This design comes from an exercise in tuning for small area, a short achievable clock period and few clock cycles per item on the open sky130 flow, not from production work. Power figures rest on the tool's default switching activity, not on a simulated workload.

// text_line_statistics_top
module text_line_statistics_top #(
   parameter int COUNT_BITS = tls_pkg::COUNT_BITS_DEFAULT
) (
   input  wire logic                           clock,
   input  wire logic                           reset,
   input  wire logic                           req_tvalid,
   output logic                                req_tready,
   input  wire logic [tls_pkg::BYTE_BITS-1:0]  req_tdata,   
   input  wire logic                           req_tuser,   
   output logic                                rsp_tvalid,
   input  wire logic                           rsp_tready,
   output logic [tls_pkg::RSP_BITS-1:0]        rsp_tdata
);
==> module tls_totals, before the edit <==
module tls_totals #(
   parameter int COUNT_BITS = tls_pkg::COUNT_BITS_DEFAULT
) (
   input  wire logic                    clock,
   input  wire logic                    reset,
   input  wire logic                    start,       
   output logic                         done,        
   input  wire logic [COUNT_BITS-1:0]   file_bytes,
   input  wire logic [COUNT_BITS-1:0]   file_lines,
   input  wire logic [COUNT_BITS-1:0]   file_empty,
   output logic [7*COUNT_BITS-1:0]      words
);
   localparam int H = COUNT_BITS / 2;
   localparam int N = 14;
   localparam logic [H-1:0] ALL_ONES = '1;
   logic [H-1:0]          c_ff [0:N-1];
   logic [6:0]            w_ff;        
   logic                  stale_ff;
   logic                  hi_ff, add_ff, max_ff;
   logic [H-1:0]          sum_ff;      
   logic                  cy_ff;       
   logic                  c16_ff;      
   logic                  pick_b_ff, pick_ones_ff, fix_ff;
   logic                  add_lo_ff, min_lo_ff, max_lo_ff;    
   logic [H-1:0]          b_ff;        
   logic [H-1:0]          bh_ff;       
   logic                  run, lo_step, next_word;
   logic                  nw_add, nw_max;
   logic [COUNT_BITS-1:0] nw16;
   logic [H-1:0]          b_raw, b_lo, r, fix;
   logic                  use_sum;
   logic [H-1:0]          r_other;
   assign run       = |w_ff;
   assign lo_step   = run && !hi_ff;
   assign next_word = start || (run && hi_ff);    
   assign done      = w_ff[6] && hi_ff;
   assign nw_add = start || w_ff[0] || w_ff[1];
   assign nw_max = w_ff[3] || w_ff[5];
   logic ld_b_ff, ld_l_ff, ld_e_ff, ld_inv_ff;
   always_ff @(posedge clock) begin
      if (reset || (run && hi_ff && (w_ff[5] || w_ff[6]))) begin
         {ld_b_ff, ld_l_ff, ld_e_ff, ld_inv_ff} <= 4'b1000;         
      end else if (start) begin
         {ld_b_ff, ld_l_ff, ld_e_ff, ld_inv_ff} <= 4'b0100;         
      end else if (run && hi_ff) begin
         ld_b_ff   <= w_ff[1] || w_ff[2];                            
         ld_l_ff   <= w_ff[3] || w_ff[4];                            
         ld_e_ff   <= w_ff[0];                                       
         ld_inv_ff <= !w_ff[0];                                      
      end
   end
   always_comb begin
      nw16 = ({COUNT_BITS{ld_b_ff}} & file_bytes) |
             ({COUNT_BITS{ld_l_ff}} & file_lines) |
             ({COUNT_BITS{ld_e_ff}} & file_empty);
      nw16 = nw16 ^ {COUNT_BITS{ld_inv_ff}};
   end
   function automatic logic [2*H-1:0] prefix(input logic [H-1:0] x, input logic [H-1:0] y);
      logic [H-1:0] g, p, gn, pn;
      g = x & y;
      p = x | y;
      for (int d = 1; d < H; d = d * 2) begin
         gn = g;
         pn = p;
         for (int i = d; i < H; i++) begin
            gn[i] = g[i] | (p[i] & g[i-d]);
            pn[i] = p[i] & p[i-d];
         end
         g = gn;
         p = pn;
      end
      prefix = {g, p};    
   endfunction
   logic [H-1:0] a_nx, ah_nx, b_nx, sum_nx;
   logic         cin_nx, cy_nx, c16_nx;
   logic [H-1:0] gl, pl, gh, ph, xl;
   assign a_nx   = start ? c_ff[0] : c_ff[1];
   assign ah_nx  = start ? c_ff[1] : c_ff[2];
   assign b_nx   = next_word ? nw16[H-1:0] : bh_ff;
   assign cin_nx = next_word ? !nw_add : cy_ff;
   assign {gl, pl} = prefix(a_nx, b_nx);
   assign {gh, ph} = prefix(ah_nx, nw16[COUNT_BITS-1:H]);
   assign xl       = (a_nx | b_nx) & ~(a_nx & b_nx);
   always_comb begin
      sum_nx[0] = xl[0] ^ cin_nx;
      for (int i = 1; i < H; i++) begin
         sum_nx[i] = xl[i] ^ (gl[i-1] | (pl[i-1] & cin_nx));
      end
   end
   assign cy_nx  = gl[H-1] | (pl[H-1] & cin_nx);
   assign c16_nx = (gh[H-1] | (ph[H-1] & gl[H-1])) | (ph[H-1] & pl[H-1] & cin_nx);
   always_ff @(posedge clock) begin
      sum_ff <= sum_nx;
      cy_ff  <= cy_nx;
      c16_ff <= c16_nx;
   end
   always_ff @(posedge clock) begin
      if (reset) begin
         w_ff     <= '0;
         stale_ff <= 1'b1;
      end else begin
         if (start) begin
            w_ff <= 7'd1;
         end else if (run && hi_ff) begin
            w_ff <= {w_ff[5:0], 1'b0};
         end
         if (done) begin
            stale_ff <= 1'b0;
         end
      end
   end
   always_ff @(posedge clock) begin
      hi_ff <= lo_step;
      if (next_word) begin
         add_ff <= nw_add;
         max_ff <= nw_max;
         b_ff   <= nw16[H-1:0];
         bh_ff  <= nw16[COUNT_BITS-1:H];
      end else begin
         b_ff   <= bh_ff;
      end
      add_lo_ff    <= next_word && nw_add;
      min_lo_ff    <= next_word && !nw_add && !nw_max;
      max_lo_ff    <= next_word && nw_max;
      pick_b_ff    <= stale_ff || (min_lo_ff && c16_ff) || (max_lo_ff && !c16_ff);
      pick_ones_ff <= add_lo_ff && c16_ff;
      fix_ff       <= !stale_ff && (((add_lo_ff || min_lo_ff) && c16_ff) || (max_lo_ff && !c16_ff));
   end
   assign b_raw = add_ff ? b_ff : ~b_ff;
   assign use_sum = add_ff && !pick_b_ff && !pick_ones_ff;
   always_comb begin
      if (pick_b_ff)         r_other = b_raw;
      else if (pick_ones_ff) r_other = ALL_ONES;
      else                   r_other = c_ff[0];
   end
   assign r = use_sum ? sum_ff : r_other;
   always_comb begin
      if (w_ff[0] || w_ff[3] || w_ff[4])      b_lo = file_bytes[H-1:0];
      else if (w_ff[1] || w_ff[5] || w_ff[6]) b_lo = file_lines[H-1:0];
      else                                    b_lo = file_empty[H-1:0];
   end
   assign fix = fix_ff ? (add_ff ? ALL_ONES : b_lo) : c_ff[N-1];
   always_ff @(posedge clock) begin
      if (run) begin
         for (int i = 0; i < N - 2; i++) begin
            c_ff[i] <= c_ff[i+1];
         end
         c_ff[N-2] <= fix;
         c_ff[N-1] <= r;
      end
   end
   always_comb begin
      for (int i = 0; i < N; i++) begin
         words[i*H +: H] = c_ff[i];
      end
   end
endmodule
==> flow/config.mk <==
export PLATFORM = sky130hd
export DESIGN_NAME = text_line_statistics_top
export DESIGN_NICKNAME = text_line_statistics_top
export VERILOG_FILES = /design/flow/design.v
export SDC_FILE = /design/flow/constraint.sdc
export NUM_CORES = 4
export LEC_CHECK = 0
export CAP_MARGIN = 20
export CORE_MARGIN = 2
export CORE_UTILIZATION = 55
export SETUP_SLACK_MARGIN = 1.6
export SLEW_MARGIN = 20
==> flow/constraint.sdc <==
create_clock -name core_clock -period 3.5 [get_ports {clock}]
set_input_delay 0.7000 -clock core_clock [delete_from_list [all_inputs] [get_ports {clock}]]
set_output_delay 0.7000 -clock core_clock [all_outputs]
set_load 0.01 [all_outputs]
standard.sh (not shown) runs the stock make flow with config.mk's settings and CLKGATE_MAP_FILE= SYNTH_SCRIPT=/design/flow/synth_recipe.tcl, a recipe that flattens the netlist after the stock synthesis.
==> flow/flow/run.sh <==
#!/bin/bash
# Standard layout, with plain buf_1 cells as the port buffers and a clock tree of larger
# sink clusters without dummy loads.
set -euo pipefail
export BUFFER_PORTS_ARGS="-buffer_cell sky130_fd_sc_hd__buf_1"
export CTS_ARGS="-sink_clustering_enable -repair_clock_nets -dont_use_dummy_load -sink_clustering_size 24 -sink_clustering_max_diameter 80"
bash standard.sh > standard_flow.log 2>&1
Rerun with:
--- a/flow/design.v
+++ b/flow/design.v
@@ -197,28 +197,28 @@
    logic                  c16_ff;      
    logic                  pick_b_ff, pick_ones_ff, fix_ff;
    logic                  add_lo_ff, min_lo_ff, max_lo_ff;    
    logic [H-1:0]          b_ff;        
-   logic [H-1:0]          bh_ff;       
+   logic [H-1:0]          bnl_ff, bnh_ff;
    logic                  run, lo_step, next_word;
    logic                  nw_add, nw_max;
    logic [COUNT_BITS-1:0] nw16;
    logic [H-1:0]          b_raw, b_lo, r, fix;
    logic                  use_sum;
    logic [H-1:0]          r_other;
    assign run       = |w_ff;
    assign lo_step   = run && !hi_ff;
-   assign next_word = start || (run && hi_ff);    
+   assign next_word = start || hi_ff;             
    assign done      = w_ff[6] && hi_ff;
    assign nw_add = start || w_ff[0] || w_ff[1];
    assign nw_max = w_ff[3] || w_ff[5];
    logic ld_b_ff, ld_l_ff, ld_e_ff, ld_inv_ff;
    always_ff @(posedge clock) begin
-      if (reset || (run && hi_ff && (w_ff[5] || w_ff[6]))) begin
+      if (reset || (hi_ff && (w_ff[5] || w_ff[6]))) begin
          {ld_b_ff, ld_l_ff, ld_e_ff, ld_inv_ff} <= 4'b1000;         
       end else if (start) begin
          {ld_b_ff, ld_l_ff, ld_e_ff, ld_inv_ff} <= 4'b0100;         
-      end else if (run && hi_ff) begin
+      end else if (hi_ff) begin
          ld_b_ff   <= w_ff[1] || w_ff[2];                            
          ld_l_ff   <= w_ff[3] || w_ff[4];                            
          ld_e_ff   <= w_ff[0];                                       
          ld_inv_ff <= !w_ff[0];                                      
@@ -245,17 +245,18 @@
          p = pn;
       end
       prefix = {g, p};    
    endfunction
-   logic [H-1:0] a_nx, ah_nx, b_nx, sum_nx;
+   logic [H-1:0] a_nx, ah_nx, b_nx, bh_nx, sum_nx;
    logic         cin_nx, cy_nx, c16_nx;
    logic [H-1:0] gl, pl, gh, ph, xl;
    assign a_nx   = start ? c_ff[0] : c_ff[1];
    assign ah_nx  = start ? c_ff[1] : c_ff[2];
-   assign b_nx   = next_word ? nw16[H-1:0] : bh_ff;
+   assign b_nx   = start ? file_bytes[H-1:0] : (hi_ff ? bnl_ff : bnh_ff);
+   assign bh_nx  = start ? file_bytes[COUNT_BITS-1:H] : bnh_ff;
    assign cin_nx = next_word ? !nw_add : cy_ff;
    assign {gl, pl} = prefix(a_nx, b_nx);
-   assign {gh, ph} = prefix(ah_nx, nw16[COUNT_BITS-1:H]);
+   assign {gh, ph} = prefix(ah_nx, bh_nx);
    assign xl       = (a_nx | b_nx) & ~(a_nx & b_nx);
    always_comb begin
       sum_nx[0] = xl[0] ^ cin_nx;
       for (int i = 1; i < H; i++) begin
@@ -271,29 +272,33 @@
    end
    always_ff @(posedge clock) begin
       if (reset) begin
          w_ff     <= '0;
+         hi_ff    <= 1'b0;
          stale_ff <= 1'b1;
       end else begin
+         hi_ff <= lo_step;
          if (start) begin
             w_ff <= 7'd1;
-         end else if (run && hi_ff) begin
+         end else if (hi_ff) begin
             w_ff <= {w_ff[5:0], 1'b0};
          end
          if (done) begin
             stale_ff <= 1'b0;
          end
       end
    end
    always_ff @(posedge clock) begin
-      hi_ff <= lo_step;
       if (next_word) begin
          add_ff <= nw_add;
          max_ff <= nw_max;
-         b_ff   <= nw16[H-1:0];
-         bh_ff  <= nw16[COUNT_BITS-1:H];
-      end else begin
-         b_ff   <= bh_ff;
+      end
+      b_ff <= b_nx;
+      if (start || lo_step) begin
+         bnh_ff <= nw16[COUNT_BITS-1:H];
+      end
+      if (lo_step) begin
+         bnl_ff <= nw16[H-1:0];
       end
       add_lo_ff    <= next_word && nw_add;
       min_lo_ff    <= next_word && !nw_add && !nw_max;
       max_lo_ff    <= next_word && nw_max;
The new run completed without violations. Clock power hardly moves. Via count rises by about 1.1%. Cell area is higher by 2.3%. Critical path depth decreases by 5. Worst setup slack gets better by 0.52 ns.
No functional check of the RTL was part of any run of this note.

## separate check: timing with driven ports
In the flow no input, the clock included, has a driving cell. The finished layouts below were timed again as built, in two steps. Step 1 sets driving cells, clkbuf_16 on the clock port and buf_2 on the other inputs (assumed; they add their load-dependent delay and slew). Step 2 also shifts input and output timing later by t, the mid clock arrival at the registers, as if the neighbouring blocks saw the same clock. Slacks: ideal / step 1 / step 2; pairs: ideal / step 1.
run	shift t [ns]	setup slack, ns	worst setup path after step 2	worst register clock-pin slew, ns
the first run	0.516	0.952 / 0.952 / 0.952	register to register	0.10 / 0.10
the second run	0.528	1.473 / 1.473 / 1.424	input to register	0.10 / 0.10
After both steps setup and hold are still met in every run listed. The setup slack of the second run, which loses most, moves by 0.000 ns with the drivers and by -0.049 ns with both steps.
